This is an optimization exercise on Yosys and OpenROAD, whose aim is a short achievable clock period and few clock cycles per item, not a production implementation.
Function was checked by simulation only, so behaviour that the tests miss may differ from the original.
No driver is modelled on the clock port, so clocking that relies on it looks cheaper here than on a real chip.
Power figures rest on the tool's default switching activity, not on a simulated workload.

## flow/run.sh

```bash
#!/bin/bash
# synth_recipe.tcl (not shown) runs the flow's synth.tcl, then flattens the netlist and writes it again
# the make line also repeats each setting of config.mk as NAME=value (left out here)
make -C /OpenROAD-flow-scripts/flow DESIGN_CONFIG=/design/flow/config.mk WORK_HOME=/design/flow/orfs CLKGATE_MAP_FILE= SYNTH_SCRIPT=/design/flow/synth_recipe.tcl finish
```

## flow/config.mk

```make
export PLATFORM = sky130hd
export DESIGN_NAME = keyed_queue_move_to_front
export DESIGN_NICKNAME = keyed_queue_move_to_front
export VERILOG_FILES = /design/flow/design.v
export SDC_FILE = /design/flow/constraint.sdc
export NUM_CORES = 4
export LEC_CHECK = 0
export ABC_CLOCK_PERIOD_IN_PS = 1500
export CAP_MARGIN = 20
export CORE_MARGIN = 2
export CORE_UTILIZATION = 40
export SETUP_SLACK_MARGIN = 1.5
export SLEW_MARGIN = 20
```

## flow/constraint.sdc

```tcl
create_clock -name core_clock -period 3.0 [get_ports {clk}]
set_input_delay 0.6000 -clock core_clock [delete_from_list [all_inputs] [get_ports {clk}]]
set_output_delay 0.6000 -clock core_clock [all_outputs]
set_load 0.01 [all_outputs]
```

## flow/design.v

```verilog
`default_nettype none
package kqm_pkg;
  localparam logic [1:0] MODE_ENQ = 2'd0;
  localparam logic [1:0] MODE_DEQ = 2'd1;
  localparam logic [1:0] MODE_PRO = 2'd2;
  localparam logic [1:0] ST_OK    = 2'd0;
  localparam logic [1:0] ST_EMPTY = 2'd1;
  localparam logic [1:0] ST_FULL  = 2'd2;
  localparam logic [1:0] ST_MISS  = 2'd3;
  typedef struct packed {
    logic enq;     
    logic deq;     
    logic pro;     
    logic found;   
  } cell_ctl_t;
endpackage
`default_nettype wire
`default_nettype none
module kqm_cell #(
  parameter int KEY_BITS = 16
) (
  input  wire logic                  clk,
  input  wire logic                  rst,
  input  wire logic                  shift_in,    
  input  wire logic                  deq,         
  input  wire logic                  load,        
  input  wire logic [KEY_BITS-1:0]   in_key,
  input  wire logic [KEY_BITS-1:0]   prev_key,
  input  wire logic [KEY_BITS-1:0]   next_key,
  input  wire logic                  next_valid,
  output logic [KEY_BITS-1:0]        key_q,
  output logic                       valid_q
);
  logic                hold;
  logic [KEY_BITS-1:0] key_d;
  assign hold  = ~(shift_in | deq | load);
  assign key_d = ({KEY_BITS{shift_in}} & prev_key)
               | ({KEY_BITS{deq}}      & next_key)
               | ({KEY_BITS{load}}     & in_key)
               | ({KEY_BITS{hold}}     & key_q);
  always_ff @(posedge clk) begin
    if (rst) valid_q <= 1'b0;
    else     valid_q <= (deq & next_valid) | (~deq & (valid_q | load));
  end
  always_ff @(posedge clk) begin
    key_q <= key_d;
  end
endmodule
`default_nettype wire
`default_nettype none
module keyed_queue_move_to_front #(
  parameter int DEPTH    = 16,
  parameter int KEY_BITS = 16
) (
  input  wire logic                          clk,
  input  wire logic                          rst,
  input  wire logic                          in_valid,
  output logic                               in_stall,
  input  wire logic [1:0]                    mode,
  input  wire logic [KEY_BITS-1:0]           key,
  output logic                               out_valid,
  input  wire logic                          out_stall,
  output logic [KEY_BITS-1:0]                out_key,
  output logic [1:0]                         status,
  output logic [$clog2(DEPTH+1)-1:0]         occupancy
);
  localparam int CW = $clog2(DEPTH+1);
  localparam int OQ = 5;                  
  localparam int RW = KEY_BITS + 2 + CW;  
  logic [KEY_BITS-1:0] cell_key [DEPTH];
  logic [DEPTH-1:0]    cell_valid;
  logic [DEPTH-1:0]    tail;       
  logic                x_v;        
  logic [KEY_BITS-1:0] x_key;
  logic [DEPTH-1:0]    x_s;        
  logic                x_pf;       
  logic                x_deq;      
  logic                x_enq;      
  logic [1:0]          x_st;
  logic [CW-1:0]       x_occ;      
  always_comb begin
    for (int i = 0; i < DEPTH; i++) begin
      tail[i] = ~cell_valid[i] & ((i == 0) ? 1'b1 : cell_valid[(i == 0) ? 0 : i-1]);
    end
  end
  logic                a_v;
  logic [1:0]          a_mode;
  logic [KEY_BITS-1:0] a_key;
  logic                take;
  assign take = in_valid & ~in_stall;
  always_ff @(posedge clk) begin
    if (rst) a_v <= 1'b0;
    else     a_v <= take;
  end
  always_ff @(posedge clk) begin
    a_mode <= mode;
    a_key  <= key;
  end
  logic [DEPTH-1:0] eq;        
  logic             e_ax;      
  logic             e_ac;      
  logic [DEPTH-1:0] m_a;       
  logic                c_v;
  logic [1:0]          c_mode;
  logic [KEY_BITS-1:0] c_key;
  logic [DEPTH-1:0]    c_m;        
  logic                c_e;        
  always_comb begin
    for (int i = 0; i < DEPTH; i++) begin
      eq[i] = cell_valid[i] & (cell_key[i] == a_key);
    end
    e_ax = (a_key == x_key);
    e_ac = (a_key == c_key);
    for (int i = 0; i < DEPTH; i++) begin
      if (x_s[i])     m_a[i] = (i == 0) ? e_ax : eq[(i == 0) ? 0 : i-1];
      else if (x_deq) m_a[i] = (i == DEPTH-1) ? 1'b0 : eq[(i == DEPTH-1) ? i : i+1];
      else            m_a[i] = eq[i] | (x_enq & tail[i] & e_ax);
    end
  end
  always_ff @(posedge clk) begin
    if (rst) c_v <= 1'b0;
    else     c_v <= a_v;
  end
  always_ff @(posedge clk) begin
    c_mode <= a_mode;
    c_key  <= a_key;
    c_m    <= m_a;
    c_e    <= e_ac;
  end
  logic [DEPTH:0]   um;        
  logic [DEPTH-1:0] um1;       
  logic [DEPTH-1:0] u;         
  logic             found;
  logic             vn_head;   
  logic             vn_last;   
  logic             c_deq, c_enq, c_pf;
  logic [DEPTH-1:0] c_s;
  logic [1:0]       c_st;
  logic [CW-1:0]    c_occ;
  always_comb begin
    um[0] = 1'b1;
    for (int i = 0; i < DEPTH; i++) um[i+1] = um[i] & ~c_m[i];
    um1[0] = 1'b1;
    for (int i = 1; i < DEPTH; i++) um1[i] = um1[i-1] & ~c_m[i];
    for (int i = 0; i < DEPTH; i++) begin
      if (i == 0)     u[i] = 1'b1;
      else if (x_pf)  u[i] = ~c_e & (x_s[(i == 0) ? 0 : i-1] ? um[(i == 0) ? 0 : i-1] : um[i]);
      else if (x_deq) u[i] = um1[i];
      else if (x_enq) u[i] = um[i] & ~(c_e & ~cell_valid[(i == 0) ? 0 : i-1]);
      else            u[i] = um[i];
    end
    if (x_deq) found = |c_m[DEPTH-1:1];
    else       found = (|c_m) | (x_enq & c_e);
    vn_head = x_deq ? cell_valid[1] : (cell_valid[0] | x_enq);
    vn_last = x_deq ? 1'b0 : (cell_valid[DEPTH-1] | (x_enq & cell_valid[DEPTH-2]));
    c_deq = c_v && (c_mode == kqm_pkg::MODE_DEQ) && vn_head;
    c_enq = c_v && (c_mode == kqm_pkg::MODE_ENQ) && !vn_last;
    c_pf  = c_v && (c_mode == kqm_pkg::MODE_PRO) && found;
    c_s   = {DEPTH{c_pf}} & u;
    case (c_mode)
      kqm_pkg::MODE_ENQ: c_st = vn_last ? kqm_pkg::ST_FULL : kqm_pkg::ST_OK;
      kqm_pkg::MODE_DEQ: c_st = vn_head ? kqm_pkg::ST_OK : kqm_pkg::ST_EMPTY;
      kqm_pkg::MODE_PRO: c_st = found ? kqm_pkg::ST_OK : kqm_pkg::ST_MISS;
      default:           c_st = kqm_pkg::ST_OK;
    endcase
    if (c_enq)      c_occ = x_occ + CW'(1);
    else if (c_deq) c_occ = x_occ - CW'(1);
    else            c_occ = x_occ;
  end
  always_ff @(posedge clk) begin
    if (rst) begin
      x_v   <= 1'b0;
      x_s   <= '0;
      x_pf  <= 1'b0;
      x_deq <= 1'b0;
      x_enq <= 1'b0;
      x_occ <= '0;
    end else begin
      x_v   <= c_v;
      x_s   <= c_s;
      x_pf  <= c_pf;
      x_deq <= c_deq;
      x_enq <= c_enq;
      x_occ <= c_occ;
    end
  end
  always_ff @(posedge clk) begin
    x_key <= c_key;
    x_st  <= c_st;
  end
  for (genvar i = 0; i < DEPTH; i++) begin : g_cell
    logic [KEY_BITS-1:0] prev_key;
    logic [KEY_BITS-1:0] next_key;
    logic                next_valid;
    if (i == 0) begin : g_head
      assign prev_key = x_key;
    end else begin : g_body
      assign prev_key = cell_key[i-1];
    end
    if (i == DEPTH-1) begin : g_last
      assign next_key   = cell_key[i];
      assign next_valid = 1'b0;
    end else begin : g_inner
      assign next_key   = cell_key[i+1];
      assign next_valid = cell_valid[i+1];
    end
    kqm_cell #(
      .KEY_BITS (KEY_BITS)
    ) u_cell (
      .clk        (clk),
      .rst        (rst),
      .shift_in   (x_s[i]),
      .deq        (x_deq),
      .load       (x_enq & tail[i]),
      .in_key     (x_key),
      .prev_key   (prev_key),
      .next_key   (next_key),
      .next_valid (next_valid),
      .key_q      (cell_key[i]),
      .valid_q    (cell_valid[i])
    );
  end
  logic [RW-1:0] res;
  assign res = {({KEY_BITS{x_deq}} & cell_key[0]), x_st, x_occ};
  logic [OQ-1:0] o_v;
  logic [RW-1:0] o_d [OQ];
  logic [OQ-1:0] owed;      
  logic          pop;
  assign pop = o_v[0] & ~out_stall;
  always_ff @(posedge clk) begin
    if (rst) begin
      o_v <= '0;
    end else begin
      for (int i = 0; i < OQ; i++) begin
        logic nv, pv;
        nv = (i == OQ-1) ? 1'b0 : o_v[(i == OQ-1) ? i : i+1];
        pv = (i == 0) ? 1'b1 : o_v[(i == 0) ? 0 : i-1];
        o_v[i] <= pop ? (nv | (x_v & o_v[i])) : (o_v[i] | (x_v & pv));
      end
    end
  end
  for (genvar i = 0; i < OQ; i++) begin : g_oq
    logic          sel_next, sel_hold, sel_res;
    logic [RW-1:0] nd;
    if (i == OQ-1) begin : g_end
      assign sel_next = 1'b0;
      assign nd       = '0;
    end else begin : g_mid
      assign sel_next = pop & o_v[i+1];
      assign nd       = o_d[i+1];
    end
    assign sel_hold = ~pop & o_v[i];
    assign sel_res  = ~sel_next & ~sel_hold;
    always_ff @(posedge clk) begin
      o_d[i] <= ({RW{sel_next}} & nd) | ({RW{sel_hold}} & o_d[i]) | ({RW{sel_res}} & res);
    end
  end
  always_ff @(posedge clk) begin
    if (rst) begin
      owed     <= '0;
      in_stall <= 1'b0;
    end else begin
      for (int j = 0; j < OQ; j++) begin
        logic up_v, dn_v;
        up_v = (j == 0) ? 1'b1 : owed[(j == 0) ? 0 : j-1];
        dn_v = (j == OQ-1) ? 1'b0 : owed[(j == OQ-1) ? j : j+1];
        if (take & ~pop)      owed[j] <= up_v;
        else if (pop & ~take) owed[j] <= dn_v;
      end
      if (take & ~pop)      in_stall <= owed[OQ-2];
      else if (pop & ~take) in_stall <= 1'b0;
      else                  in_stall <= owed[OQ-1];
    end
  end
  assign out_valid = o_v[0];
  assign {out_key, status, occupancy} = o_d[0];
endmodule
`default_nettype wire
```

==> results.sh, run 1 <==
export IMPL_synth_edf_count=23
export IMPL_area_growth_pct=40.5
export IMPL_status="finished clean"
export IMPL_cp_max_fo=6
export IMPL_synth_top_cells_by_area="dfxtp_1 41%, xnor2_1 11%, a222oi_1 9.9%"
export IMPL_relSlewSlack_pct=33.6
export IMPL_stdcell_area_um2=32000
export IMPL_r2r_cells=9
export IMPL_grt_pass1_wl_um=128000
export IMPL_insertion_delay_ns=0.62
export IMPL_first_iter_violations=3852
export IMPL_synth_cell_types=70
export IMPL_skew_ns=0.0214
export IMPL_setup_violations=0
export IMPL_placed_area_um2=24200
export IMPL_die_area_um2=58800
export IMPL_cp_arrival_ns=2.45
export IMPL_r2r_start="x_deq"
export IMPL_holdBufCountCts=0
export IMPL_hold_viol=0
export IMPL_seqPwrFrac_pct=47.0
export IMPL_clock_sinks=494
export IMPL_num_io_pins=47
export IMPL_synth_top_area_cell="dfxtp_1"
export IMPL_gr_total_overflow=0
export IMPL_port_buffers=46
export IMPL_ir_drop_mv=0.495
export IMPL_wl_per_cell_um=25.2
export IMPL_critPathLaunch="x_deq"
export IMPL_pwr_share_clk_pct=45.9
export IMPL_rsz0062_at_grt="yes"
export IMPL_hold_class="flop to flop"
export IMPL_fin_crit_sh_pct=66.0
export IMPL_regToRegSetupSlack_ns=1.02
export IMPL_tns_ns=0
export IMPL_p_comb_share_pct=7.1
export IMPL_ant_nets=0
export IMPL_hold_worst_slack_ns=0.324
export IMPL_grt_use_total_pct=27.4
export IMPL_yosysWarnings=5
export IMPL_tritoncts="yes"
export IMPL_p_leak_nw=12.7
export IMPL_globalplace_congestion=0.871
export IMPL_drive_above_1_share_pct=32.5
export IMPL_max_freq_mhz=505
export IMPL_antenna_found_initial=1
export IMPL_power_w=0.0147
export IMPL_p_sw_share_pct=24.5
export IMPL_clk_pin_slew_ns=0.07
export IMPL_wl_um=90200
export IMPL_ys_seq_area_share_pct=44.5
export IMPL_async_flop_share_pct=0
export IMPL_dp_hpwl_um=51100
export IMPL_route_detailed_drc=0
export IMPL_vias_per_cell=6.35
export IMPL_syn_nets=2536
export IMPL_power_switching_w=0.00360
export IMPL_grt_max_degree=72
export IMPL_dieWidth_um=243
export IMPL_start_util_pct=40.4
export IMPL_cap_violations=0
export IMPL_dr_pass1_iters=13
export IMPL_cts_htree_levels=2
export IMPL_rows=87
export IMPL_grt_pass1_vias=21000
export IMPL_vias=22800
export IMPL_nets=2815
export IMPL_max_slew_worst_pin_slew_ns=0.995
export IMPL_fill_cells=4649
export IMPL_synth_seq_cells=494
export IMPL_cp_start_kind="flop"
export IMPL_fin_crit_ns=1.98
export IMPL_drv_slew=0
export IMPL_synthCells=2509
export IMPL_power_density_nw_per_um2=460
export IMPL_cts_inserted_buffers=53
export IMPL_clockBufferDepth=3
export IMPL_p_int_w=0.0111
export IMPL_crit_type="flop to flop"
export IMPL_synth_avg_cell_area_um2=9.07
export IMPL_synth_ff_type="dfxtp_1"
export IMPL_critPathRequiredTime_ns=3.47
export IMPL_fp_dieH_um=243
export IMPL_r2r_end="g_cell[2].u_cell.key_q[9]"
export IMPL_syn_area_um2=22800
export IMPL_endpoint_kind="flop"
export IMPL_crit_path_end="g_cell[2].u_cell.key_q[9]"
export IMPL_yosysTopAreaCellShare_pct=41.4
export IMPL_root_buffer="clkbuf_16"
export IMPL_fin_util_pct=56.8
export IMPL_core_area_um2=56300
per-stage QoR:
stage	cells	setup WS, ns
4_1_cts	3468	1.07
6_report	3583	1.02
3_3_place_gp	3185	0.492
2_1_floorplan	2509	1.06
3_5_place_dp	3185	0.520
5_1_grt	3582	0.949
routing by layer:
layer / GRT usage (%) / vias up / routed length (um)
met5: 0 / - / 0
met3: 4.64 / 358 / 9320
li1: - / 9859 / -
met4: 14.1 / 0 / 5580
met1: 35.2 / 11000 / 33400
met2: 44.2 / 1513 / 41800
logic make-up after synthesis:
kind of cell	synth area share, %
simple gates	16.5
compound gates	21.7
flops	44.5
xor+xnor	11.3
buf+inv	5.45
mux	0.308
fa+ha+maj	0.308
timing repair:
action	CTS	global route
pin swaps	112	153
cloned	30	35
buffers inserted	160	79
setup endpoints to repair	453	451
resized for setup	462	367
critical path: stages (launching register included):
cell and delay [ns]:
dfxtp_4 0.39, buf_6 0.12, buf_6 0.10, buf_6 0.11, buf_8 0.11, buf_12 0.13
buf_6 0.12, buf_16 0.12, a222oi_1 0.43, nand2_1 0.18
state kept, by name (all words and copies together), names as in the netlist, 2 cells and up, named ones only:
register               flops
a_key                     16
a_mode                     2
c_key                     16
c_m                       16
c_mode                     2
g_cell.u_cell.key_q      256
g_cell.u_cell.valid_q     16
o_d                       92
o_v                        5
owed                       5
x_key                     16
x_occ                      5
x_s                       16
x_st                       2
power by group through the flow:
| stage | logic (W) | clock network [W] | registers, W |
|---|---|---|---|
| final | 0.00105 | 0.00675 | 0.00691 |
| after detailed placement | 0.000747 | 0 | 0.00704 |
| after global placement | 0.000735 | 0 | 0.00704 |
| after CTS | 0.000966 | 0.00679 | 0.00688 |
| after global routing | 0.00109 | 0.00706 | 0.00692 |
| after floorplan | 0.000585 | 0 | 0.00695 |
how the worst min path moves through the flow:
| stage | start | to | slack, ns | cells past startpoint |
|---|---|---|---|---|
| 6_report | a_mode[0] | c_mode[0] | 0.32 | 0 |
| 5_1_grt | a_mode[0] | c_mode[0] | 0.33 | 0 |
| 4_1_cts | a_mode[0] | c_mode[0] | 0.33 | 0 |
| 3_5_place_dp | a_mode[0] | c_mode[0] | 0.31 | 0 |
| 3_3_place_gp | a_mode[1] | c_mode[1] | 0.31 | 0 |
| 2_1_floorplan | a_mode[0] | c_mode[0] | 0.31 | 0 |
synthesized netlist by cell type (7+ instances only):
cell type  instances
a211oi_1          28
a211oi_2          14
a21boi_0          12
a21oi_1           30
a221o_1           32
a221oi_1          10
a222oi_1         224
a22o_1            14
a22oi_1           86
and2_1            21
buf_1              7
buf_2             31
buf_4             10
buf_6             16
clkbuf_1         156
dfxtp_1          471
edfxtp_1          23
inv_1             54
mux2i_1            7
nand2_1          555
nand2b_1           8
nand3_1           23
nand4_1           58
nor2_1            73
nor3_1            20
nor3_2            13
nor3b_1           19
nor4_1            18
o21ai_0           86
o22ai_1           16
xnor2_1          289
area by class of cell:
type                    count  area, um^2  share of cell area [%]
inverters                  58         243                   0.759
repair buffers            434        5480                    17.1
diodes                      1        2.50                 0.00782
multi-input cells        1747       13300                    41.6
clock inverters            17         199                   0.622
well taps                 756         946                    2.96
flip-flops and latches    494       10200                    32.0
clock buffers              76        1560                    4.89
layout by cell type (no fill, tap or decap), types with 32 or more instances in the layout:
cell	synthesis	final
a221o_1	32	32
nand2_1	555	473
nand2_2	0	58
clkbuf_16	0	74
buf_4	10	165
inv_1	54	53
dfxtp_2	0	35
xnor2_1	289	269
a22oi_2	2	73
nand4_1	58	58
dfxtp_1	471	417
nor2_1	73	52
buf_12	0	56
buf_6	16	130
a222oi_1	224	224
Testbench counts, summed over its fixed seeds: cycles 24,032, items 24,000.
==> run 2: changes to the inputs <==
--- a/flow/design.v
+++ b/flow/design.v
@@ -74,4 +74,5 @@
   logic [KEY_BITS-1:0] x_key;
+  logic [DEPTH-1:0]    x_u;        
+  logic                x_pf;       
   logic [DEPTH-1:0]    x_s;        
-  logic                x_pf;       
   logic                x_deq;      
@@ -80,2 +81,3 @@
   logic [CW-1:0]       x_occ;      
+  assign x_s = x_u & {DEPTH{x_pf}};
   always_comb begin
@@ -85,2 +87,7 @@
   end
+  logic                c_v;
+  logic [1:0]          c_mode;
+  logic [KEY_BITS-1:0] c_key;
+  logic [DEPTH-1:0]    c_m;        
+  logic                c_e;        
   logic                a_v;
@@ -94,2 +101,3 @@
   end
+  logic a_ex;
   always_ff @(posedge clk) begin
@@ -97,2 +105,3 @@
     a_key  <= key;
+    a_ex   <= (key == c_key);
   end
@@ -102,7 +111,2 @@
   logic [DEPTH-1:0] m_a;       
-  logic                c_v;
-  logic [1:0]          c_mode;
-  logic [KEY_BITS-1:0] c_key;
-  logic [DEPTH-1:0]    c_m;        
-  logic                c_e;        
   always_comb begin
@@ -111,3 +115,3 @@
     end
-    e_ax = (a_key == x_key);
+    e_ax = a_ex;
     e_ac = (a_key == c_key);
@@ -136,5 +140,17 @@
   logic             c_deq, c_enq, c_pf;
-  logic [DEPTH-1:0] c_s;
+  logic [DEPTH-1:0] c_u;
   logic [1:0]       c_st;
   logic [CW-1:0]    c_occ;
+  logic [CW-1:0]    occ_inc, occ_dec;
+  always_comb begin
+    logic all1, all0;
+    all1 = 1'b1;
+    all0 = 1'b1;
+    for (int k = 0; k < CW; k++) begin
+      occ_inc[k] = x_occ[k] ^ all1;
+      occ_dec[k] = x_occ[k] ^ all0;
+      all1 = all1 & x_occ[k];
+      all0 = all0 & ~x_occ[k];
+    end
+  end
   always_comb begin
@@ -146,3 +162,3 @@
       if (i == 0)     u[i] = 1'b1;
-      else if (x_pf)  u[i] = ~c_e & (x_s[(i == 0) ? 0 : i-1] ? um[(i == 0) ? 0 : i-1] : um[i]);
+      else if (x_pf)  u[i] = ~c_e & (x_u[(i == 0) ? 0 : i-1] ? um[(i == 0) ? 0 : i-1] : um[i]);
       else if (x_deq) u[i] = um1[i];
@@ -158,3 +174,3 @@
     c_pf  = c_v && (c_mode == kqm_pkg::MODE_PRO) && found;
-    c_s   = {DEPTH{c_pf}} & u;
+    c_u   = {DEPTH{c_v && (c_mode == kqm_pkg::MODE_PRO)}} & u;
     case (c_mode)
@@ -165,4 +181,4 @@
     endcase
-    if (c_enq)      c_occ = x_occ + CW'(1);
-    else if (c_deq) c_occ = x_occ - CW'(1);
+    if (c_enq)      c_occ = occ_inc;
+    else if (c_deq) c_occ = occ_dec;
     else            c_occ = x_occ;
@@ -172,3 +188,3 @@
       x_v   <= 1'b0;
-      x_s   <= '0;
+      x_u   <= '0;
       x_pf  <= 1'b0;
@@ -179,3 +195,3 @@
       x_v   <= c_v;
-      x_s   <= c_s;
+      x_u   <= c_u;
       x_pf  <= c_pf;
==> run 2 against run 1 <==
Net effect:
- routed wire length shrank 2.1%
- first-iteration DRC count grew 4.7%
- synthesized cell count shrank 2.2%
- design area shrank 4.7%
- non-clock buffer count shrank 75
- global-route usage grew 0.12 points
- total power shrank 1.6%
- critical path type unchanged
- largest power group unchanged
- highest routed layer unchanged
==> results.sh, run 2 <==
export IMPL_rows=86
export IMPL_cp_arrival_ns=2.50
export IMPL_synth_top_area_cell="dfxtp_1"
export IMPL_synth_ff_type="dfxtp_1"
export IMPL_yosys_area_share_xor_xnor_pct=11.5
export IMPL_hold_viol=0
export IMPL_endpoint_kind="flop"
export IMPL_drv_slew=0
export IMPL_power_density_nw_per_um2=475
export IMPL_area_growth_pct=36.9
export IMPL_setup_violations=0
export IMPL_globalplace_congestion=0.899
export IMPL_num_io_pins=47
export IMPL_yosysTopAreaCellShare_pct=42.5
export IMPL_dr_pass1_iters=13
export IMPL_synthCells=2454
export IMPL_dp_hpwl_um=49600
export IMPL_max_slew_worst_pin_slew_ns=1.18
export IMPL_die_area_um2=57600
export IMPL_fill_cells=4558
export IMPL_insertion_delay_ns=0.62
export IMPL_antenna_found_initial=0
export IMPL_hp_start="a_mode[0]"
export IMPL_synth_commonest_cells="536 x nand2_1, 473 x dfxtp_1, 240 x a222oi_1"
export IMPL_yosysMostFrequentCell="nand2_1"
export IMPL_synth_top_cells_by_area="dfxtp_1 43%, a222oi_1 11%, nand2_1 9.0%"
export IMPL_wl_per_cell_um=25.6
export IMPL_post_place_ws_ns=0.539
export IMPL_worstPathCellList="clkbuf_16, buf_4, xor2_1, nor3_1, nand4_1, nor3_2, mux2i_1, o21ai_1"
export IMPL_root_buffer="clkbuf_16"
export IMPL_reg_top3="g_cell.u_cell.key_q: 256 flops, o_d: 92 flops"
export IMPL_cap_violations=0
export IMPL_antenna_cells=0
export IMPL_seqCellArea_um2=10300
export IMPL_synth_top_family_by_area="compound AO/OA/AOI/OAI gates"
export IMPL_fp_dieH_um=240
export IMPL_fin_crit_ns=1.96
export IMPL_async_flop_share_pct=0
export IMPL_nets=2687
export IMPL_crit_type="flop to flop"
export IMPL_start_util_pct=40.4
export IMPL_grt_pass1_wl_um=123000
export IMPL_placed_area_um2=23600
export IMPL_syn_nets=2477
export IMPL_clockBufferDepth=3
export IMPL_rsz0062_at_grt="yes"
export IMPL_final_cell_mix="437 x nand2_1, 421 x dfxtp_1, 240 x a222oi_1"
export IMPL_multi_input_area_um2=12500
export IMPL_final_common_cell="nand2_1"
export IMPL_r2r_start="a_key[2]"
export IMPL_r2r_end="c_m[6]"
export IMPL_tns_ns=0
export IMPL_hold_worst_slack_ns=0.329
export IMPL_ant_nets=0
export IMPL_skew_ns=0.0193
export IMPL_min_to="c_mode[0]"
export IMPL_port_buffers=46
export IMPL_synthAdderAreaFrac_pct=0.0562
export IMPL_r2r_cells=8
export IMPL_route_detailed_drc=0
export IMPL_stdcell_area_um2=30500
export IMPL_synth_avg_cell_area_um2=9.07
export IMPL_regToRegSetupSlack_ns=1.04
export IMPL_clk_pin_slew_ns=0.07
export IMPL_tritoncts="yes"
export IMPL_synth_seq_cells=496
export IMPL_yosys_mux_area_fraction_pct=1.37
export IMPL_synth_edf_count=23
export IMPL_dieWidth_um=240
export IMPL_wl_um=88300
export IMPL_vias=22200
export IMPL_hold_class="flop to flop"
export IMPL_drive_above_1_share_pct=28.2
export IMPL_cts_htree_levels=2
export IMPL_core_area_um2=55100
export IMPL_fin_crit_sh_pct=65.5
export IMPL_first_iter_violations=4033
export IMPL_synth_cell_types=57
export IMPL_clock_sinks=496
export IMPL_vias_per_cell=6.43
export IMPL_synth_compound_area_share_pct=20.4
export IMPL_synth_simple_gate_area_share_pct=16.0
export IMPL_cp_start_kind="flop"
export IMPL_max_freq_mhz=509
export IMPL_ys_seq_area_share_pct=45.6
export IMPL_ir_drop_mv=0.398
export IMPL_slowest_stage="dfxtp_4"
export IMPL_cts_inserted_buffers=52
export IMPL_syn_area_um2=22300
export IMPL_holdPathStages=0
export IMPL_status="finished clean"
export IMPL_yosysWarnings=5
export IMPL_grt_use_total_pct=27.5
export IMPL_holdBufCountCts=0
export IMPL_power_w=0.0145
export IMPL_critical_path_buf_inv_count=2
export IMPL_relSlewSlack_pct=21.4
export IMPL_top_register="g_cell.u_cell.key_q"
export IMPL_gr_total_overflow=0
export IMPL_cpLargestDelayFamily="simple AND/OR/NAND/NOR gates"
export IMPL_critPathRequiredTime_ns=3.53
export IMPL_cp_max_fo=6
export IMPL_setup_slack_ns=1.04
export IMPL_p_leak_nw=12.9
export IMPL_cpPeakStageDelay_ns=0.39
export IMPL_grt_max_degree=56
export IMPL_grt_pass1_vias=20400
export IMPL_largest_reg_flops=256
run 2: cell types whose count changed after synthesis, sizes merged, moves of 19 or more:
cell    previous run  this run
nor3              33        58
nor4              21        48
a211oi            42         2
nand4             59        30
xnor2            290       100
nand2            555       536
mux2i              7        27
xor2               2       192
run 2: stage by stage:
stage,util [%],cells
final,55.3,3455
after global routing,55.3,3455
after CTS,50.9,3355
after detailed placement,42.8,3115
after global placement,42.8,3115
after floorplan,-,2454
run 2: final cells by class:
type                       instances  area share (%)
multi-input combinational       1698            41.1
sequential                       496            33.7
clock inverter                    21           0.686
tap                              748            3.07
clock buffer                      76            5.06
inverter                          57           0.780
timing repair buffer             359            15.6
run 2: worst reg2reg max path: cells and delay by family (launching register included):
kind            cells  cell delay, ns
xor+xnor            1            0.13
mux                 1            0.12
simple gates        3            0.75
flops               1            0.39
compound gates      1            0.15
buf+inv             2            0.33
run 2: worst max path at each step:
stage | start | slack, ns | to | cells past startpoint
after floorplan | out_stall | 1.28 | o_d[2][12] | 7
after global placement | out_stall | 0.56 | o_d[3][22] | 5
after detailed placement | out_stall | 0.54 | o_d[2][22] | 5
after CTS | a_key[6] | 1.11 | c_m[4] | 7
after global routing | a_key[1] | 0.98 | c_m[12] | 8
final | a_key[2] | 1.04 | c_m[6] | 8
run 2: what timing repair did:
item,CTS,global route
buffers inserted,116,63
gates resized for setup,375,340
gates cloned,27,37
hold endpoints to repair,0,0
pin swaps,93,168
endpoints found under the setup margin,453,369
run 2: metal layers:
metal / routed length [um] / GRT usage (%)
met5: 0 / 0
met4: 5200 / 12.0
met3: 10700 / 5.37
met2: 39100 / 43.2
met1: 33300 / 36.7
run 2: logic make-up (layout without fill, tap and decap cells):
logic type	count (synthesis)	in the layout
xor+xnor	292	292
compound gates	553	554
mux	30	30
buf+inv	274	513
fa+ha+maj	1	1
simple gates	808	821
flops	496	496
run 2: report_power, final:
| part | internal, W | switching (W) | leakage [nW] |
|---|---|---|---|
| registers | 0.00673 | 0.000251 | 4.14 |
| logic | 0.000420 | 0.000378 | 7.88 |
| clock network | 0.00390 | 0.00279 | 0.859 |
Testbench counts of run 2, summed over its fixed seeds: cycles 24,032, items 24,000.
==> run 3: changes to the inputs <==
--- a/flow/design.v
+++ b/flow/design.v
@@ -71,3 +71,2 @@
   logic [DEPTH-1:0]    cell_valid;
-  logic [DEPTH-1:0]    tail;       
   logic                x_v;        
@@ -78,3 +77,5 @@
   logic                x_deq;      
+  logic [DEPTH-1:0]    x_dq;       
   logic                x_enq;      
+  logic [DEPTH-1:0]    x_ld;       
   logic [1:0]          x_st;
@@ -82,7 +83,2 @@
   assign x_s = x_u & {DEPTH{x_pf}};
-  always_comb begin
-    for (int i = 0; i < DEPTH; i++) begin
-      tail[i] = ~cell_valid[i] & ((i == 0) ? 1'b1 : cell_valid[(i == 0) ? 0 : i-1]);
-    end
-  end
   logic                c_v;
@@ -95,4 +91,15 @@
   logic [KEY_BITS-1:0] a_key;
-  logic                take;
+  logic [DEPTH-1:0]    a_r;        
+  logic                a_e1;       
+  logic                a_e2;       
+  logic                a_ec;       
+  logic [DEPTH-1:0]    p_s, p_dq, p_ld;   
+  logic             take;
+  logic [DEPTH-1:0] r_raw;
   assign take = in_valid & ~in_stall;
+  always_comb begin
+    for (int i = 0; i < DEPTH; i++) begin
+      r_raw[i] = cell_valid[i] & (cell_key[i] == key);
+    end
+  end
   always_ff @(posedge clk) begin
@@ -101,3 +108,2 @@
   end
-  logic a_ex;
   always_ff @(posedge clk) begin
@@ -105,7 +111,11 @@
     a_key  <= key;
-    a_ex   <= (key == c_key);
+    a_r    <= r_raw;
+    a_e1   <= (key == x_key);
+    a_e2   <= (key == c_key);
+    a_ec   <= (key == a_key);
+    p_s    <= x_s;
+    p_dq   <= x_dq;
+    p_ld   <= x_ld;
   end
-  logic [DEPTH-1:0] eq;        
-  logic             e_ax;      
-  logic             e_ac;      
+  logic [DEPTH-1:0] m1;        
   logic [DEPTH-1:0] m_a;       
@@ -113,10 +123,10 @@
     for (int i = 0; i < DEPTH; i++) begin
-      eq[i] = cell_valid[i] & (cell_key[i] == a_key);
+      if (p_s[i])       m1[i] = (i == 0) ? a_e1 : a_r[(i == 0) ? 0 : i-1];
+      else if (p_dq[i]) m1[i] = (i == DEPTH-1) ? 1'b0 : a_r[(i == DEPTH-1) ? i : i+1];
+      else              m1[i] = a_r[i] | (p_ld[i] & a_e1);
     end
-    e_ax = a_ex;
-    e_ac = (a_key == c_key);
     for (int i = 0; i < DEPTH; i++) begin
-      if (x_s[i])     m_a[i] = (i == 0) ? e_ax : eq[(i == 0) ? 0 : i-1];
-      else if (x_deq) m_a[i] = (i == DEPTH-1) ? 1'b0 : eq[(i == DEPTH-1) ? i : i+1];
-      else            m_a[i] = eq[i] | (x_enq & tail[i] & e_ax);
+      if (x_s[i])       m_a[i] = (i == 0) ? a_e2 : m1[(i == 0) ? 0 : i-1];
+      else if (x_dq[i]) m_a[i] = (i == DEPTH-1) ? 1'b0 : m1[(i == DEPTH-1) ? i : i+1];
+      else              m_a[i] = m1[i] | (x_ld[i] & a_e2);
     end
@@ -131,3 +141,3 @@
     c_m    <= m_a;
-    c_e    <= e_ac;
+    c_e    <= a_ec;
   end
@@ -137,6 +147,6 @@
   logic             found;
-  logic             vn_head;   
-  logic             vn_last;   
+  logic [DEPTH-1:0] vn;        
   logic             c_deq, c_enq, c_pf;
   logic [DEPTH-1:0] c_u;
+  logic [DEPTH-1:0] c_dq, c_ld;
   logic [1:0]       c_st;
@@ -169,11 +179,17 @@
     else       found = (|c_m) | (x_enq & c_e);
-    vn_head = x_deq ? cell_valid[1] : (cell_valid[0] | x_enq);
-    vn_last = x_deq ? 1'b0 : (cell_valid[DEPTH-1] | (x_enq & cell_valid[DEPTH-2]));
-    c_deq = c_v && (c_mode == kqm_pkg::MODE_DEQ) && vn_head;
-    c_enq = c_v && (c_mode == kqm_pkg::MODE_ENQ) && !vn_last;
+    for (int i = 0; i < DEPTH; i++) begin
+      if (x_dq[i]) vn[i] = (i == DEPTH-1) ? 1'b0 : cell_valid[(i == DEPTH-1) ? i : i+1];
+      else         vn[i] = cell_valid[i] | x_ld[i];
+    end
+    c_deq = c_v && (c_mode == kqm_pkg::MODE_DEQ) && vn[0];
+    c_enq = c_v && (c_mode == kqm_pkg::MODE_ENQ) && !vn[DEPTH-1];
     c_pf  = c_v && (c_mode == kqm_pkg::MODE_PRO) && found;
     c_u   = {DEPTH{c_v && (c_mode == kqm_pkg::MODE_PRO)}} & u;
+    for (int i = 0; i < DEPTH; i++) begin
+      c_dq[i] = c_deq & vn[i];
+      c_ld[i] = c_enq & ~vn[i] & ((i == 0) ? 1'b1 : vn[(i == 0) ? 0 : i-1]);
+    end
     case (c_mode)
-      kqm_pkg::MODE_ENQ: c_st = vn_last ? kqm_pkg::ST_FULL : kqm_pkg::ST_OK;
-      kqm_pkg::MODE_DEQ: c_st = vn_head ? kqm_pkg::ST_OK : kqm_pkg::ST_EMPTY;
+      kqm_pkg::MODE_ENQ: c_st = vn[DEPTH-1] ? kqm_pkg::ST_FULL : kqm_pkg::ST_OK;
+      kqm_pkg::MODE_DEQ: c_st = vn[0] ? kqm_pkg::ST_OK : kqm_pkg::ST_EMPTY;
       kqm_pkg::MODE_PRO: c_st = found ? kqm_pkg::ST_OK : kqm_pkg::ST_MISS;
@@ -191,3 +207,5 @@
       x_deq <= 1'b0;
+      x_dq  <= '0;
       x_enq <= 1'b0;
+      x_ld  <= '0;
       x_occ <= '0;
@@ -198,3 +216,5 @@
       x_deq <= c_deq;
+      x_dq  <= c_dq;
       x_enq <= c_enq;
+      x_ld  <= c_ld;
       x_occ <= c_occ;
@@ -228,4 +248,4 @@
       .shift_in   (x_s[i]),
-      .deq        (x_deq),
-      .load       (x_enq & tail[i]),
+      .deq        (x_dq[i]),
+      .load       (x_ld[i]),
       .in_key     (x_key),
@@ -264,6 +284,6 @@
     end else begin : g_mid
-      assign sel_next = pop & o_v[i+1];
+      assign sel_next = ~out_stall & o_v[i+1];
       assign nd       = o_d[i+1];
     end
-    assign sel_hold = ~pop & o_v[i];
+    assign sel_hold = out_stall & o_v[i];
     assign sel_res  = ~sel_next & ~sel_hold;
==> run 3 against run 2 <==
Net effect:
- sequential power up 17%
- highest routed layer unchanged
- critical path depth decreased by 7
- core utilization is 5.7 points lower
- die area increased by 11%
- sequential share of layout area grew 6.4 points
- largest power group is now the clock network
- still clean on timing, DRC and antenna
==> results.sh, run 3 <==
export IMPL_tritoncts="yes"
export IMPL_seqCellArea_um2=12200
export IMPL_wl_um=88400
export IMPL_cpPeakStageDelay_ns=0.36
export IMPL_max_slew_worst_pin_slew_ns=0.626
export IMPL_synth_commonest_cells="595 x nand2_1, 570 x dfxtp_1, 240 x a222oi_1, 240 x xnor2_1, 183 x clkbuf_1"
export IMPL_synthCells=2702
export IMPL_rsz0062_at_grt="yes"
export IMPL_setup_violations=0
export IMPL_num_io_pins=47
export IMPL_placed_cells=3393
export IMPL_ant_nets=0
export IMPL_holdPathStages=0
export IMPL_skew_ns=0.0895
export IMPL_reg_top3="g_cell.u_cell.key_q: 256 flops, o_d: 92 flops"
export IMPL_synth_seq_cells=593
export IMPL_multi_input_area_um2=12300
export IMPL_grt_pass1_wl_um=130000
export IMPL_synth_edf_count=23
export IMPL_area_growth_pct=23.0
export IMPL_dp_hpwl_um=55100
export IMPL_dr_pass1_iters=12
export IMPL_async_flop_share_pct=0
export IMPL_fin_crit_ns=1.73
export IMPL_cp_arrival_ns=1.13
export IMPL_antenna_found_initial=0
export IMPL_relSlewSlack_pct=58.2
export IMPL_nets=2773
export IMPL_status="finished clean"
export IMPL_vias_per_cell=6.23
export IMPL_clock_sinks=593
export IMPL_hold_worst_slack_ns=0.327
export IMPL_grt_use_total_pct=26.3
export IMPL_core_area_um2=61500
export IMPL_yosysWarnings=5
export IMPL_clockBufferDepth=3
export IMPL_globalplace_congestion=0.881
export IMPL_cap_violations=0
export IMPL_rows=91
export IMPL_cts_htree_levels=2
export IMPL_clk_pin_slew_ns=0.06
export IMPL_synth_avg_cell_area_um2=9.17
export IMPL_gr_total_overflow=0
export IMPL_root_buffer="clkbuf_16"
export IMPL_final_cell_mix="592 x nand2_1, 499 x dfxtp_1, 240 x a222oi_1, 240 x xnor2_1, 117 x buf_4"
export IMPL_drv_slew=0
export IMPL_hold_class="flop to flop"
export IMPL_max_freq_mhz=579
export IMPL_die_area_um2=64000
export IMPL_synth_cell_types=69
export IMPL_critPathRequiredTime_ns=2.40
export IMPL_critical_path_buf_inv_count=1
export IMPL_grt_pass1_vias=21000
export IMPL_tns_ns=0
export IMPL_ys_seq_area_share_pct=48.8
export IMPL_fill_cells=5549
export IMPL_start_util_pct=40.3
export IMPL_drive_above_1_share_pct=18.3
export IMPL_final_common_cell="nand2_1"
export IMPL_path_depth=1
export IMPL_cpLargestDelayFamily="flip-flops"
export IMPL_slowest_stage="dfxtp_2"
export IMPL_port_buffers=46
export IMPL_final_cells=3593
export IMPL_worstPathCellList="buf_6"
export IMPL_syn_area_um2=24800
export IMPL_power_density_nw_per_um2=584
export IMPL_p_leak_nw=12.4
export IMPL_ir_drop_mv=0.519
export IMPL_fp_dieH_um=253
export IMPL_cts_inserted_buffers=61
export IMPL_cp_max_fo=2
export IMPL_wl_per_cell_um=24.6
export IMPL_top_register="g_cell.u_cell.key_q"
export IMPL_largest_reg_flops=256
export IMPL_cp_start_kind="flop"
export IMPL_vias=22400
export IMPL_placed_area_um2=26300
export IMPL_yosysTopAreaCellShare_pct=46.0
export IMPL_synth_top_area_cell="dfxtp_1"
export IMPL_insertion_delay_ns=0.67
export IMPL_antenna_cells=0
export IMPL_fin_crit_sh_pct=57.6
export IMPL_hold_viol=0
export IMPL_syn_nets=2725
export IMPL_crit_type="flop to primary output"
export IMPL_synth_ff_type="dfxtp_1"
export IMPL_dieWidth_um=253
export IMPL_route_detailed_drc=0
export IMPL_stdcell_area_um2=30500
export IMPL_endpoint_kind="primary output"
export IMPL_synth_top_cells_by_area="dfxtp_1 46%, a222oi_1 9.7%, nand2_1 9.0%"
export IMPL_grt_max_degree=40
export IMPL_yosysMostFrequentCell="nand2_1"
export IMPL_r2r_cells=4
export IMPL_first_iter_violations=3771
-- run 3: final timing paths --
path	start	endpoint	slack, ns
worst max-delay path	o_d[0][15]	out_key[8]	1.27
worst min-delay path	a_mode[1]	c_mode[1]	0.33
worst max register to register	c_m[7]	x_st[0]	1.31
worst min register to register	a_mode[1]	c_mode[1]	0.33
-- run 3: where the power goes --
group / switching, W / internal [W] / leakage, nW / total (W)
Combinational: 0.000468 / 0.000390 / 6.33 / 0.000857
Clock: 0.00341 / 0.00534 / 1.14 / 0.00875
Sequential: 0.000176 / 0.00802 / 4.94 / 0.00820
Total: 0.00405 / 0.0138 / 12.4 / 0.0178
-- run 3: cell type report --
cell class	count	share of cell area, %
well taps	790	3.24
inverters	59	0.751
repair buffers	213	7.92
clock inverters	39	2.22
clock buffers	77	5.57
multi-input cells	1822	40.2
flip-flops and latches	593	40.1
-- run 3: kinds of logic after synthesis --
group | after synthesis | share of synthesized area, %
muxes | 9 | 0.389
AOI/OAI and AO/OA | 576 | 18.7
and+or+nand+nor | 931 | 16.7
buffers and inverters | 288 | 4.59
DFF | 593 | 48.8
xor gates and xnor gates | 304 | 10.7
adders and majority gates | 1 | 0.0505
-- run 3: per-stage QoR --
step | util (%) | power, W | worst slack, ns
6_report | 49.6 | 0.0178 | 1.27
4_1_cts | 48.4 | 0.0179 | 1.23
5_1_grt | 49.6 | 0.0183 | 1.22
2_1_floorplan | - | 0.00879 | 1.34
3_5_place_dp | 42.7 | 0.00906 | 0.450
3_3_place_gp | 42.7 | 0.00904 | 0.580
-- run 3: layer usage --
layer	up-vias	GRT usage, %	wire (um)
met5	-	0	0
met2	1388	40.1	38000
li1	9900	-	-
met4	0	14.1	5640
met1	10800	34.8	35300
met3	349	5.56	9380
-- run 3: repair_timing --
action	in CTS	in global routing
hold buffers	0	0
pin swaps	16	47
cloned	14	5
setup endpoints to repair	319	223
buffers inserted	37	28
resized for setup	264	126
Testbench counts of run 3, summed over its fixed seeds: cycles 24,032, items 24,000.
==> run 4: changes to the inputs <==
--- a/flow/design.v
+++ b/flow/design.v
@@ -80,3 +80,4 @@
   logic [DEPTH-1:0]    x_ld;       
-  logic [1:0]          x_st;
+  logic [1:0]          x_st;       
+  logic                x_pro;      
   logic [CW-1:0]       x_occ;      
@@ -86,3 +87,6 @@
   logic [KEY_BITS-1:0] c_key;
-  logic [DEPTH-1:0]    c_m;        
+  logic                c_isdeq;    
+  logic                c_isenq;    
+  logic                c_ispro;    
+  logic [DEPTH-1:0]    c_mn;       
   logic                c_e;        
@@ -134,4 +138,13 @@
   always_ff @(posedge clk) begin
-    if (rst) c_v <= 1'b0;
-    else     c_v <= a_v;
+    if (rst) begin
+      c_v     <= 1'b0;
+      c_isdeq <= 1'b0;
+      c_isenq <= 1'b0;
+      c_ispro <= 1'b0;
+    end else begin
+      c_v     <= a_v;
+      c_isdeq <= a_v && (a_mode == kqm_pkg::MODE_DEQ);
+      c_isenq <= a_v && (a_mode == kqm_pkg::MODE_ENQ);
+      c_ispro <= a_v && (a_mode == kqm_pkg::MODE_PRO);
+    end
   end
@@ -140,3 +153,3 @@
     c_key  <= a_key;
-    c_m    <= m_a;
+    c_mn   <= ~m_a;
     c_e    <= a_ec;
@@ -167,5 +180,5 @@
     um[0] = 1'b1;
-    for (int i = 0; i < DEPTH; i++) um[i+1] = um[i] & ~c_m[i];
+    for (int i = 0; i < DEPTH; i++) um[i+1] = um[i] & c_mn[i];
     um1[0] = 1'b1;
-    for (int i = 1; i < DEPTH; i++) um1[i] = um1[i-1] & ~c_m[i];
+    for (int i = 1; i < DEPTH; i++) um1[i] = um1[i-1] & c_mn[i];
     for (int i = 0; i < DEPTH; i++) begin
@@ -177,4 +190,4 @@
     end
-    if (x_deq) found = |c_m[DEPTH-1:1];
-    else       found = (|c_m) | (x_enq & c_e);
+    if (x_deq) found = ~&c_mn[DEPTH-1:1];
+    else       found = ~&c_mn | (x_enq & c_e);
     for (int i = 0; i < DEPTH; i++) begin
@@ -183,9 +196,9 @@
     end
-    c_deq = c_v && (c_mode == kqm_pkg::MODE_DEQ) && vn[0];
-    c_enq = c_v && (c_mode == kqm_pkg::MODE_ENQ) && !vn[DEPTH-1];
-    c_pf  = c_v && (c_mode == kqm_pkg::MODE_PRO) && found;
-    c_u   = {DEPTH{c_v && (c_mode == kqm_pkg::MODE_PRO)}} & u;
+    c_deq = c_isdeq & vn[0];
+    c_enq = c_isenq & ~vn[DEPTH-1];
+    c_pf  = c_ispro & found;
+    c_u   = {DEPTH{c_ispro}} & u;
     for (int i = 0; i < DEPTH; i++) begin
-      c_dq[i] = c_deq & vn[i];
-      c_ld[i] = c_enq & ~vn[i] & ((i == 0) ? 1'b1 : vn[(i == 0) ? 0 : i-1]);
+      c_dq[i] = c_isdeq & vn[i];
+      c_ld[i] = c_isenq & ~vn[i] & ((i == 0) ? 1'b1 : vn[(i == 0) ? 0 : i-1]);
     end
@@ -194,3 +207,2 @@
       kqm_pkg::MODE_DEQ: c_st = vn[0] ? kqm_pkg::ST_OK : kqm_pkg::ST_EMPTY;
-      kqm_pkg::MODE_PRO: c_st = found ? kqm_pkg::ST_OK : kqm_pkg::ST_MISS;
       default:           c_st = kqm_pkg::ST_OK;
@@ -225,2 +237,3 @@
     x_st  <= c_st;
+    x_pro <= c_ispro;
   end
@@ -259,3 +272,4 @@
   logic [RW-1:0] res;
-  assign res = {({KEY_BITS{x_deq}} & cell_key[0]), x_st, x_occ};
+  assign res = {({KEY_BITS{x_deq}} & cell_key[0]),
+                (x_pro ? (x_pf ? kqm_pkg::ST_OK : kqm_pkg::ST_MISS) : x_st), x_occ};
   logic [OQ-1:0] o_v;
==> flow/flow/run.sh (new file) <==
#!/bin/bash
set -euo pipefail
here=$(pwd)
bash standard.sh PRE_CTS_TCL="$here/flow/pre_cts.tcl" finish > "$here/standard_flow.log" 2>&1
==> flow/flow/pre_cts.tcl (new file) <==
rename clock_tree_synthesis my_flow_orig_cts

proc my_flow_is_tree_buf {inst} {
  return [string match "sky130_fd_sc_hd__clkbuf_*" [[$inst getMaster] getName]]
}

proc my_flow_rebuild_top {} {
  set db [ord::get_db]
  set block [ord::get_db_block]
  set clk_net [[$block findBTerm clk] getNet]
  set buf_master [$db findMaster sky130_fd_sc_hd__clkbuf_16]

  # Walk the tree from the port: buffers, their output nets and levels.
  set upper {}
  set leaves {}
  set frontier [list $clk_net]
  set seen [dict create]
  while {[llength $frontier]} {
    set next {}
    foreach net $frontier {
      foreach it [$net getITerms] {
        if {![$it isInputSignal]} { continue }
        set inst [$it getInst]
        if {![my_flow_is_tree_buf $inst]} { continue }
        set name [$inst getName]
        if {[dict exists $seen $name]} { continue }
        dict set seen $name 1
        set onet [[$inst findITerm X] getNet]
        if {$onet eq "NULL"} { lappend upper $inst; continue }
        set drives_sinks 0
        foreach jt [$onet getITerms] {
          if {[$jt isInputSignal] && [[[$jt getInst] getMaster] isSequential]} { set drives_sinks 1 }
        }
        if {$drives_sinks} { lappend leaves $inst } else { lappend upper $inst; lappend next $onet }
      }
    }
    set frontier $next
  }
  # Cluster buffers fed by an upper buffer or the port.
  set upper_nets [dict create [$clk_net getName] 1]
  foreach inst $upper {
    set onet [[$inst findITerm X] getNet]
    if {$onet ne "NULL"} { dict set upper_nets [$onet getName] 1 }
  }
  set tops {}
  foreach inst $leaves {
    if {[dict exists $upper_nets [[[$inst findITerm A] getNet] getName]]} { lappend tops $inst }
  }
  if {[llength $tops] <= 4} {
    puts "bench flow: [llength $tops] cluster buffers at the top, tree left as it is"
    return
  }
  # Quadrants around the median cluster buffer position.
  set xs {}; set ys {}
  foreach inst $tops {
    lassign [$inst getLocation] x y
    lappend xs $x; lappend ys $y
  }
  set n [llength $tops]
  set mx [lindex [lsort -integer $xs] [expr {$n / 2}]]
  set my [lindex [lsort -integer $ys] [expr {$n / 2}]]
  set groups [dict create]
  foreach inst $tops x $xs y $ys {
    set q [expr {($x >= $mx ? 1 : 0) + ($y >= $my ? 2 : 0)}]
    dict lappend groups $q $inst
  }
  # Take out the upper levels, with the dummy loads TritonCTS hung on them.
  set dummies {}
  foreach name [dict keys $upper_nets] {
    set net [$block findNet $name]
    foreach it [$net getITerms] {
      if {![$it isInputSignal]} { continue }
      set inst [$it getInst]
      if {[my_flow_is_tree_buf $inst] || [[$inst getMaster] isSequential]} { continue }
      set used 0
      foreach jt [$inst getITerms] {
        if {[$jt isOutputSignal] && [$jt getNet] ne "NULL"} { set used 1 }
      }
      if {!$used} { lappend dummies $inst }
    }
  }
  foreach inst $dummies {
    foreach it [$inst getITerms] { if {[$it getNet] ne "NULL"} { $it disconnect } }
    odb::dbInst_destroy $inst
  }
  foreach inst $upper {
    set onet [[$inst findITerm X] getNet]
    foreach it [$inst getITerms] { if {[$it getNet] ne "NULL"} { $it disconnect } }
    odb::dbInst_destroy $inst
    if {$onet ne "NULL" && [$onet getName] ne [$clk_net getName]} { odb::dbNet_destroy $onet }
  }
  # One buffer per quadrant, at the centre of its cluster buffers.
  set k 0
  dict for {q members} $groups {
    set sx 0; set sy 0
    foreach inst $members {
      lassign [$inst getLocation] x y
      incr sx $x; incr sy $y
    }
    set cnt [llength $members]
    set bx [expr {$sx / $cnt}]; set by [expr {$sy / $cnt}]
    set b [odb::dbInst_create $block $buf_master "clkbuf_top_${k}_clk"]
    $b setLocation $bx $by
    $b setPlacementStatus PLACED
    set net [odb::dbNet_create $block "clknet_top_${k}_clk"]
    $net setSigType CLOCK
    [$b findITerm A] connect $clk_net
    [$b findITerm X] connect $net
    foreach inst $members {
      set a [$inst findITerm A]
      $a disconnect
      $a connect $net
    }
    puts "bench flow: top buffer [$b getName] drives $cnt cluster buffers"
    incr k
  }
  puts "bench flow: removed [llength $upper] upper tree buffers and [llength $dummies] dummy loads, added $k"
}

proc clock_tree_synthesis {args} {
  my_flow_orig_cts {*}$args
  my_flow_rebuild_top
}
==> flow/standard.sh (new file) <==
#!/bin/bash
# synth_recipe.tcl (not shown) runs the flow's synth.tcl, then flattens the netlist and writes it again
# the make line also repeats each setting of config.mk as NAME=value (left out here)
make -C /OpenROAD-flow-scripts/flow DESIGN_CONFIG=/design/flow/config.mk WORK_HOME=/design/flow/orfs CLKGATE_MAP_FILE= SYNTH_SCRIPT=/design/flow/synth_recipe.tcl "${@:-finish}"
removed: flow/run.sh
==> run 4 against run 3 <==
Net effect:
- largest cell class is now flip-flops and latches
- largest power group is now registers
- global-route usage grew 0.14 points
- via count fell by 0.90%
- routed wire length shrank 0.68%
- area after synthesis barely moved
- register-to-register slack improved by 0.18 ns
- highest routed layer is now met5
- clock power decreased by 11%
==> results.sh, run 4 <==
export IMPL_status="finished clean"
export IMPL_cts_inserted_buffers=67
export IMPL_grt_use_total_pct=26.4
export IMPL_critical_path_buf_inv_count=2
export IMPL_hold_worst_slack_ns=0.353
export IMPL_grt_pass1_wl_um=131000
export IMPL_clock_sinks=597
export IMPL_dp_hpwl_um=55200
export IMPL_syn_area_um2=24800
export IMPL_clk_pin_slew_ns=0.06
export IMPL_tns_ns=0
export IMPL_cpPeakStageDelay_ns=0.34
export IMPL_core_area_um2=61500
export IMPL_fill_cells=5620
export IMPL_largest_reg_flops=256
export IMPL_wl_um=87800
export IMPL_synth_ff_type="dfxtp_1"
export IMPL_yosysMostFrequentCell="nand2_1"
export IMPL_met2_usage_pct=39.8
export IMPL_synth_avg_cell_area_um2=9.18
export IMPL_skew_ns=0.0870
export IMPL_worstPathCellList="clkdlybuf4s15_2, bufbuf_16, xor2_1, nor4_1, nand4_1, nor4_2"
export IMPL_synth_cell_types=52
export IMPL_setup_violations=0
export IMPL_slowest_stage="bufbuf_16"
export IMPL_critPathRequiredTime_ns=3.38
export IMPL_dieWidth_um=253
export IMPL_fin_crit_ns=1.55
export IMPL_grt_util_met1_pct=35.3
export IMPL_tritoncts="yes"
export IMPL_synthCells=2702
export IMPL_r2r_cells=4
export IMPL_synth_edf_count=23
export IMPL_ant_nets=0
export IMPL_wl_per_cell_um=24.4
export IMPL_drive_above_1_share_pct=16.8
export IMPL_cp_arrival_ns=1.93
export IMPL_start_util_pct=40.3
export IMPL_path_depth=6
export IMPL_port_buffers=46
export IMPL_holdPathStages=0
export IMPL_synth_top_cells_by_area="dfxtp_1 46%, a222oi_1 9.7%, nand2_1 8.9%"
export IMPL_max_freq_mhz=647
export IMPL_cp_max_fo=10
export IMPL_yosysTopAreaCellShare_pct=46.3
export IMPL_cp_start_kind="input pin"
export IMPL_fin_crit_sh_pct=51.5
export IMPL_first_iter_violations=3992
export IMPL_use_met3_pct=5.85
export IMPL_vias=22200
export IMPL_area_growth_pct=20.7
export IMPL_fin_util_pct=48.7
export IMPL_antenna_found_initial=4
export IMPL_p_leak_nw=12.2
export IMPL_hold_viol=0
export IMPL_gr_total_overflow=0
export IMPL_final_common_cell="nand2_1"
export IMPL_synth_commonest_cells="585 x nand2_1, 574 x dfxtp_1, 244 x xnor2_1"
export IMPL_crit_type="input pin to flop"
export IMPL_ys_seq_area_share_pct=49.1
export IMPL_rows=91
export IMPL_reg_top3="g_cell.u_cell.key_q: 256 flops, o_d: 92 flops"
export IMPL_max_slew_worst_pin_slew_ns=0.864
export IMPL_die_area_um2=64000
export IMPL_dr_pass1_iters=13
export IMPL_power_density_nw_per_um2=565
export IMPL_cap_violations=0
export IMPL_nets=2780
export IMPL_fp_dieH_um=253
export IMPL_final_cell_mix="583 x nand2_1, 506 x dfxtp_1, 244 x xnor2_1"
export IMPL_drv_slew=0
export IMPL_synth_top_area_cell="dfxtp_1"
export IMPL_globalplace_congestion=0.905
export IMPL_syn_nets=2725
export IMPL_grt_busiest_layer="met2"
export IMPL_route_detailed_drc=0
export IMPL_num_io_pins=47
export IMPL_relSlewSlack_pct=42.3
export IMPL_ir_drop_mv=0.539
export IMPL_endpoint_kind="flop"
export IMPL_synth_seq_cells=597
export IMPL_cpLargestDelayFamily="buffers and inverters"
export IMPL_grt_max_degree=37
export IMPL_hold_class="flop to flop"
export IMPL_grt_pass1_vias=21000
export IMPL_top_register="g_cell.u_cell.key_q"
export IMPL_insertion_delay_ns=0.48
export IMPL_rsz0062_at_grt="yes"
export IMPL_vias_per_cell=6.17
export IMPL_yosysWarnings=5
export IMPL_async_flop_share_pct=0
==> run 4: cell count changes after synthesis, sizes merged, moves of 8 or more <==
cell / before / now
a22oi: 110 / 121
nand2: 595 / 585
a211oi: 30 / 21
o31ai: 25 / 2
inv: 57 / 45
o21ai: 105 / 120
nor3: 27 / 35
a21oi: 28 / 67
clkbuf: 184 / 133
buf: 45 / 99
==> run 4: path summary, 6_finish.rpt <==
check / slack [ns] / from / end
max: 1.45 / key[13] / a_r[11]
min: 0.35 / a_key[15] / c_key[15]
min reg2reg: 0.35 / a_key[15] / c_key[15]
max reg2reg: 1.49 / c_mn[8] / x_u[13]
==> run 4: logic make-up (layout without fill, tap and decap cells) <==
family / count (synthesis) / in the layout / share of synthesized area [%]
AO/OA/AOI/OAI: 598 / 598 / 18.7
XOR/XNOR: 309 / 309 / 10.9
adder cells (fa/ha/maj): 1 / 1 / 0.0504
buffers and inverters: 277 / 379 / 4.62
flip-flops: 597 / 597 / 49.1
multiplexers: 4 / 4 / 0.161
other: 0 / 1 / 0
AND/OR/NAND/NOR: 916 / 916 / 16.5
==> run 4: layer usage <==
metal / wire (um) / share of wire (%)
met1: 34700 / 39
met2: 37400 / 43
met3: 10300 / 12
met4: 5290 / 6.0
met5: 113 / 0.13
==> run 4: report_power, final <==
group	internal (W)	total [W]	switching, W
Clock	0.00459	0.00778	0.00319
Combinational	0.000416	0.000890	0.000475
Sequential	0.00807	0.00825	0.000175
Total	0.0131	0.0169	0.00384
==> run 4: area by class of cell, without the clock buffers <==
| cell class | count | area [um^2] | area share, % |
|---|---|---|---|
| antenna | 1 | 2.50 | 0.00836 |
| buffer | 4 | 100 | 0.334 |
| inverter | 45 | 171 | 0.573 |
| timing repair buffer | 223 | 2560 | 8.57 |
| clock inverter | 20 | 225 | 0.753 |
| tap | 790 | 988 | 3.30 |
| sequential | 597 | 12300 | 41.1 |
| multi-input combinational | 1828 | 11800 | 39.5 |
==> run 4: repair_timing <==
item,4_1_cts,5_1_grt
hold endpoints to repair,0,0
setup endpoints to repair,483,225
pin swaps,25,54
hold buffers,0,0
buffers inserted,38,37
cloned,13,3
gates resized for setup,301,97
==> run 4: stage by stage <==
stage	instances	setup WS (ns)	total power, W	instance area [um^2]
detailed placement	3392	0.521	0.00910	26100
global placement	3392	0.511	0.00910	26100
floorplan	2702	1.37	0.00883	25100
global route	3594	1.32	0.0174	29900
CTS	3554	1.43	0.0169	29300
finish	3595	1.45	0.0169	29900
Testbench counts of run 4, summed over its fixed seeds: cycles 24,032, items 24,000.

port drivers added, routing unchanged:
How much do the figures lean on ideal ports? The routed layouts below were timed once more, with nothing changed but the port constraints. Step 1 assumes that a clkbuf_16 drives the clock port and a buf_2 every other input. Step 2 adds t to the input delays and takes it off the output delays; t is the mean of the earliest and latest rising clock arrival at the registers after step 1. Input paths then give back, and output paths get back, about the clock's delay inside the block. a / b / c = ideal / step 1 / step 2; a / b = the first two.
run	t, ns	slack for setup (ns)	clock arrival spread, ns	worst slew at a driven data input, ns
run 1	0.672	1.019 / 1.019 / 0.604	0.021 / 0.022	0.05
run 2	0.673	1.036 / 1.036 / 0.864	0.021 / 0.021	0.04
run 3	0.682	1.272 / 1.212 / 0.855	0.090 / 0.091	0.04
run 4	0.561	1.454 / 1.340 / 0.997	0.089 / 0.089	0.05
After both steps setup and hold are still met in every run listed. The setup slack of run 4, which loses most, moves by -0.114 ns with the drivers and by -0.457 ns with both steps.
